What follows belongs to an exercise in optimizing a design on an open flow for small area; a production flow would make more cautious choices.
Only simulation tests tie the RTL to the original design; equivalence was not proved.
Power figures rest on the tool's default switching activity, not on a simulated workload. The flow treats the clock pin as an ideal source, which a real chip does not have.

==> module vexec_unit, before the edit <==
module vexec_unit
(
   input  wire         clk,
   input  wire         reset,
   input  wire         opcode_vld,
   input  wire  [31:0] opcode0,
   input  wire  [31:0] opcode1,
   output logic        inst_buff_full,
   output logic        ls_req_vld,
   output logic        ls_req_access_type,
   output logic [31:0] ls_req_access_length,
   output logic [4:0]  ls_req_vec_reg_ptr,
   output logic [31:0] ls_req_addr,
   input  wire         load_store_busy
);
   logic [31:0] ring [16];
   logic [31:0] vec_len;
   logic [3:0]  cnt;
   logic        clr;
   logic        phase;
   logic        pend;
   logic [3:0]  pdst;
   logic        s_op0;
   logic        s_op1;
   logic        s_vl;
   logic        s_keep;
   logic [31:0] w;
   logic [7:0]  op;
   logic        is_ls;
   logic        is_mtc;
   logic        is_mfc;
   logic        is_mov;
   logic [3:0]  cnt_nx;
   logic        clr_nx;
   logic        match;
   logic        active;
   logic        done;
   logic        stay;
   logic        ld_vl;
   logic        n_op0;
   logic        n_op1;
   logic        n_vl;
   logic [31:0] rin;
   assign w      = phase ? opcode1 : opcode0;
   assign op     = w[31:24];
   assign is_ls  = (op == 8'd1) || (op == 8'd2);
   assign is_mtc = (op == 8'd3);
   assign is_mfc = (op == 8'd4);
   assign is_mov = (op == 8'd5);
   assign match  = (cnt == w[11:8]);
   assign active = opcode_vld && !clr;
   assign cnt_nx = cnt + 1'b1;
   assign clr_nx = clr && (cnt != 4'd15);
   always_comb begin
      if (pend) begin
         done = s_op0 || s_op1;
      end else if (is_ls) begin
         done = active && match && !load_store_busy;
      end else if (is_mtc) begin
         done = active && match;
      end else if (is_mfc) begin
         done = s_vl;
      end else begin
         done = active;
      end
   end
   assign ld_vl = active && !pend && is_mtc && match;
   assign stay  = active && !done;
   assign n_op0 = stay && pend && !phase && (cnt_nx == pdst);
   assign n_op1 = stay && pend &&  phase && (cnt_nx == pdst);
   assign n_vl  = stay && !pend && is_mfc && (cnt_nx == w[19:16]);
   assign rin = ({32{s_op0}}  & opcode0)
              | ({32{s_op1}}  & opcode1)
              | ({32{s_vl}}   & vec_len)
              | ({32{s_keep}} & ring[0]);
   assign inst_buff_full = !(phase && done);
   always_ff @(posedge clk) begin
      for (int i = 0; i < 15; i++) begin
         ring[i] <= ring[i+1];
      end
      ring[15] <= rin;
      if (ld_vl || clr) begin
         vec_len <= rin;
      end
      s_op0  <= n_op0;
      s_op1  <= n_op1;
      s_vl   <= n_vl;
      s_keep <= !clr_nx && !n_op0 && !n_op1 && !n_vl;
      if (active && !pend && is_mov) begin
         pdst <= w[19:16];
      end
   end
   always_ff @(posedge clk or negedge reset) begin
      if (!reset) begin
         cnt    <= '0;
         clr    <= 1'b1;
         phase  <= 1'b0;
         pend   <= 1'b0;
      end else begin
         cnt    <= cnt_nx;
         clr    <= clr_nx;
         if (done) begin
            phase <= !phase;
         end
         if (active) begin
            if (pend) begin
               if (done) begin
                  pend <= 1'b0;
               end
            end else if (is_mov) begin
               pend <= 1'b1;
            end
         end
      end
   end
   assign ls_req_vld           = active && !pend && is_ls && match && !load_store_busy;
   assign ls_req_access_type   = w[25];
   assign ls_req_access_length = vec_len;
   assign ls_req_vec_reg_ptr   = w[20:16];
   assign ls_req_addr          = ring[0];
endmodule
Settings: LEC_CHECK=0, CAP_MARGIN=20, CORE_MARGIN=2, CORE_UTILIZATION=65, SLEW_MARGIN=20; clock period 5.0 ns.
standard.sh (not shown) runs the stock make flow with config.mk's settings and CLKGATE_MAP_FILE= SYNTH_SCRIPT=/design/flow/synth_recipe.tcl, a recipe that flattens the netlist after the stock synthesis.
==> flow/flow/run.sh <==
#!/bin/bash
# Standard ORFS layout with two changes: ports are buffered with the
# smallest buffer, and CTS clusters more sinks per buffer without dummy loads.
set -euo pipefail
bash standard.sh \
  "BUFFER_PORTS_ARGS=-buffer_cell sky130_fd_sc_hd__buf_1" \
  "CTS_ARGS=-sink_clustering_enable -repair_clock_nets -dont_use_dummy_load -sink_clustering_size 20 -sink_clustering_max_diameter 60 -buf_list {sky130_fd_sc_hd__clkbuf_8}" \
  finish > standard_flow.log 2>&1
Then changed:
--- a/flow/design.v
+++ b/flow/design.v
@@ -85,8 +85,4 @@
          vec_len <= rin;
       end
-      s_op0  <= n_op0;
-      s_op1  <= n_op1;
-      s_vl   <= n_vl;
-      s_keep <= !clr_nx && !n_op0 && !n_op1 && !n_vl;
       if (active && !pend && is_mov) begin
          pdst <= w[19:16];
@@ -99,7 +95,15 @@
          phase  <= 1'b0;
          pend   <= 1'b0;
+         s_op0  <= 1'b0;
+         s_op1  <= 1'b0;
+         s_vl   <= 1'b0;
+         s_keep <= 1'b0;
       end else begin
          cnt    <= cnt_nx;
          clr    <= clr_nx;
+         s_op0  <= n_op0;
+         s_op1  <= n_op1;
+         s_vl   <= n_vl;
+         s_keep <= !clr_nx && !n_op0 && !n_op1 && !n_vl;
          if (done) begin
             phase <= !phase;
Synthesized cell count stays the same.
Power is higher by about 0.8%.
Register-to-register slack degrades by 0.15 ns.
Synthesized area is higher by about 0.32%.
Critical path depth is lower by 1.
Via count is higher by about 0.64%.
Worst setup slack improves by 0.021 ns.
Clock power is higher by about 4%.
Non-clock buffer count is higher by 2.
Combinational power is lower by about 6%.

vexec_unit, a different RTL version from the one above (not shown whole).
Size: ~560 flip-flops, about 13,000 um^2 of cells after synthesis.
==> module vexec_unit, before the edit <==
module vexec_unit
(
   input  wire         clk,
   input  wire         reset,
   input  wire         opcode_vld,
   input  wire  [31:0] opcode0,
   input  wire  [31:0] opcode1,
   output logic        inst_buff_full,
   output logic        ls_req_vld,
   output logic        ls_req_access_type,
   output logic [31:0] ls_req_access_length,
   output logic [4:0]  ls_req_vec_reg_ptr,
   output logic [31:0] ls_req_addr,
   input  wire         load_store_busy
);
   logic [31:0] ring [16];
   logic [31:0] vec_len;
   logic [3:0]  cnt;
   logic        clr;
   logic        phase;
   logic        pend;
   logic [3:0]  pdst;
   logic [31:0] w;
   logic [7:0]  op;
   logic        is_ls;
   logic        is_mtc;
   logic        is_mfc;
   logic        is_mov;
   logic [3:0]  idx;
   logic        match;
   logic        active;
   logic        done;
   logic        wr_imm;
   logic        wr_vl;
   logic        ld_vl;
   logic [31:0] rin;
   assign w      = phase ? opcode1 : opcode0;
   assign op     = w[31:24];
   assign is_ls  = (op == 8'd1) || (op == 8'd2);
   assign is_mtc = (op == 8'd3);
   assign is_mfc = (op == 8'd4);
   assign is_mov = (op == 8'd5);
   assign idx    = pend ? pdst : (is_mfc ? w[19:16] : w[11:8]);
   assign match  = (cnt == idx);
   assign active = opcode_vld && !clr;
   always_comb begin
      if (pend) begin
         done = match;
      end else if (is_ls) begin
         done = match && !load_store_busy;
      end else if (is_mtc || is_mfc) begin
         done = match;
      end else begin
         done = 1'b1;
      end
      done = done && active;
   end
   assign wr_imm = active && pend && match;
   assign wr_vl  = active && !pend && is_mfc && match;
   assign ld_vl  = active && !pend && is_mtc && match;
   assign rin    = ({32{wr_imm && !phase}} & opcode0)
                 | ({32{wr_imm &&  phase}} & opcode1)
                 | ({32{wr_vl}}            & vec_len)
                 | ({32{!clr && !wr_imm && !wr_vl}} & ring[0]);
   assign inst_buff_full = !(phase && done);
   always_ff @(posedge clk) begin
      for (int i = 0; i < 15; i++) begin
         ring[i] <= ring[i+1];
      end
      ring[15] <= rin;
      if (ld_vl || clr) begin
         vec_len <= rin;
      end
      if (active && !pend && is_mov) begin
         pdst <= w[19:16];
      end
   end
   always_ff @(posedge clk or negedge reset) begin
      if (!reset) begin
         cnt     <= '0;
         clr     <= 1'b1;
         phase   <= 1'b0;
         pend    <= 1'b0;
      end else begin
         cnt <= cnt + 1'b1;
         if (cnt == 4'd15) begin
            clr <= 1'b0;
         end
         if (done) begin
            phase <= !phase;
         end
         if (active) begin
            if (pend) begin
               if (match) begin
                  pend <= 1'b0;
               end
            end else if (is_mov) begin
               pend <= 1'b1;
            end
         end
      end
   end
   assign ls_req_vld           = active && !pend && is_ls && match && !load_store_busy;
   assign ls_req_access_type   = w[25];
   assign ls_req_access_length = vec_len;
   assign ls_req_vec_reg_ptr   = w[20:16];
   assign ls_req_addr          = ring[0];
endmodule
export LEC_CHECK = 0
export CAP_MARGIN = 20
export CORE_MARGIN = 2
export CORE_UTILIZATION = 65
export SLEW_MARGIN = 20
create_clock -name core_clock -period 5.0 [get_ports {clk}]
==> flow/flow/run.sh <==
#!/bin/bash
# Standard ORFS layout with two changes: ports are buffered with the
# smallest buffer, and CTS clusters more sinks per buffer without dummy loads.
set -euo pipefail
bash standard.sh \
  "BUFFER_PORTS_ARGS=-buffer_cell sky130_fd_sc_hd__buf_1" \
  "CTS_ARGS=-sink_clustering_enable -repair_clock_nets -dont_use_dummy_load -sink_clustering_size 30 -sink_clustering_max_diameter 80 -buf_list {sky130_fd_sc_hd__clkbuf_8 sky130_fd_sc_hd__clkbuf_16}" \
  finish > standard_flow.log 2>&1
The first run ran to the end with no violations.
Next try:
==> flow/design.v (replaced) <==
`timescale 1ns/1ps
`default_nettype none
module vexec_unit
(
   input  wire         clk,
   input  wire         reset,
   input  wire         opcode_vld,
   input  wire  [31:0] opcode0,
   input  wire  [31:0] opcode1,
   output logic        inst_buff_full,
   output logic        ls_req_vld,
   output logic        ls_req_access_type,
   output logic [31:0] ls_req_access_length,
   output logic [4:0]  ls_req_vec_reg_ptr,
   output logic [31:0] ls_req_addr,
   input  wire         load_store_busy
);
   logic [31:0] ring [16];
   logic [31:0] vec_len;
   logic [31:0] addr_q;
   logic [3:0]  cnt;
   logic        clr;
   logic        phase;
   logic        pend;
   logic [3:0]  pdst;
   logic        rq;
   logic [31:0] w;
   logic [7:0]  op;
   logic        is_ls;
   logic        is_mtc;
   logic        is_mfc;
   logic        is_mov;
   logic [3:0]  idx;
   logic        match;
   logic        active;
   logic        done;
   logic        wr_imm;
   logic        wr_vl;
   logic        issue;
   logic        ld_vl;
   logic [31:0] rin;
   assign w      = phase ? opcode1 : opcode0;
   assign op     = w[31:24];
   assign is_ls  = (op == 8'd1) || (op == 8'd2);
   assign is_mtc = (op == 8'd3);
   assign is_mfc = (op == 8'd4);
   assign is_mov = (op == 8'd5);
   assign idx    = pend ? pdst : (is_mfc ? w[19:16] : w[11:8]);
   assign match  = (cnt == idx);
   assign active = opcode_vld && !clr;
   always_comb begin
      if (pend) begin
         done = match;
      end else if (is_ls) begin
         done = rq && !load_store_busy;
      end else if (is_mtc || is_mfc) begin
         done = match;
      end else begin
         done = 1'b1;
      end
      done = done && active;
   end
   assign wr_imm = active && pend && match;
   assign wr_vl  = clr || (active && !pend && is_mfc && match);
   assign issue  = active && !pend && is_ls && !rq && match;
   assign ld_vl  = active && !pend && is_mtc && match;
   assign rin    = wr_imm ? w : (wr_vl ? vec_len : ring[0]);
   assign inst_buff_full = !(phase && done);
   always_ff @(posedge clk) begin
      for (int i = 0; i < 15; i++) begin
         ring[i] <= ring[i+1];
      end
      ring[15] <= rin;
      if (issue) begin
         addr_q <= ring[0];
      end
   end
   always_ff @(posedge clk or negedge reset) begin
      if (!reset) begin
         cnt     <= '0;
         clr     <= 1'b1;
         phase   <= 1'b0;
         pend    <= 1'b0;
         pdst    <= '0;
         rq      <= 1'b0;
         vec_len <= '0;
      end else begin
         cnt <= cnt + 1'b1;
         if (cnt == 4'd15) begin
            clr <= 1'b0;
         end
         if (done) begin
            phase <= !phase;
         end
         if (ld_vl) begin
            vec_len <= ring[0];
         end
         if (active) begin
            if (pend) begin
               if (match) begin
                  pend <= 1'b0;
               end
            end else if (is_mov) begin
               pend <= 1'b1;
               pdst <= w[19:16];
            end
         end
         if (issue) begin
            rq <= 1'b1;
         end else if (rq && !load_store_busy) begin
            rq <= 1'b0;
         end
      end
   end
   assign ls_req_vld           = rq;
   assign ls_req_access_type   = w[25];
   assign ls_req_access_length = vec_len;
   assign ls_req_vec_reg_ptr   = w[20:16];
   assign ls_req_addr          = addr_q;
endmodule
`default_nettype wire
Outcome: Setup slack loses 0.12 ns. Wire length came out higher by 4.9%. Clock-buffer cell count goes up by 1. Synthesized area rises by 7.0%. Clock power increases by about 5%. Global-route usage hardly moves. Die area climbs by 6.8%. Worst hold slack gains 0.035 ns. Critical path depth is higher by 2. Fmax went down by 2.6%.

separate check: timing with driven ports:
The flow's constraints put no driver on any port. The routed layouts listed below were extracted and timed again, unchanged, in two steps. Step 1 assumes that a clkbuf_16 drives the clock port and a buf_2 every other input. Step 2 moves the port delays by t, midway between the first and last clock arrival at a register: inputs arrive t later, outputs are due t later. That takes back most of the time a late clock gives input paths. Slacks: no drivers / after step 1 / after step 2; pairs: no drivers / after step 1.
run | shift t [ns] | setup slack, ns | clock arrival spread, ns | worst register clock-pin slew, ns
the first run of note 1 | 0.627 | 0.877 / 0.857 / 0.857 | 0.040 / 0.039 | 0.12 / 0.12
the second run of note 1 | 0.564 | 0.899 / 0.860 / 1.051 | 0.055 / 0.055 | 0.11 / 0.11
the first run of note 2 | 0.558 | 0.524 / 0.478 / 0.865 | 0.044 / 0.045 | 0.11 / 0.11
the second run of note 2 | 0.574 | 0.402 / 0.353 / 0.504 | 0.018 / 0.018 | 0.11 / 0.11
After both steps every run listed still meets setup and hold. For the first run of note 1, which loses most, drivers alone change the setup slack by -0.020 ns; drivers and shift together by -0.020 ns.
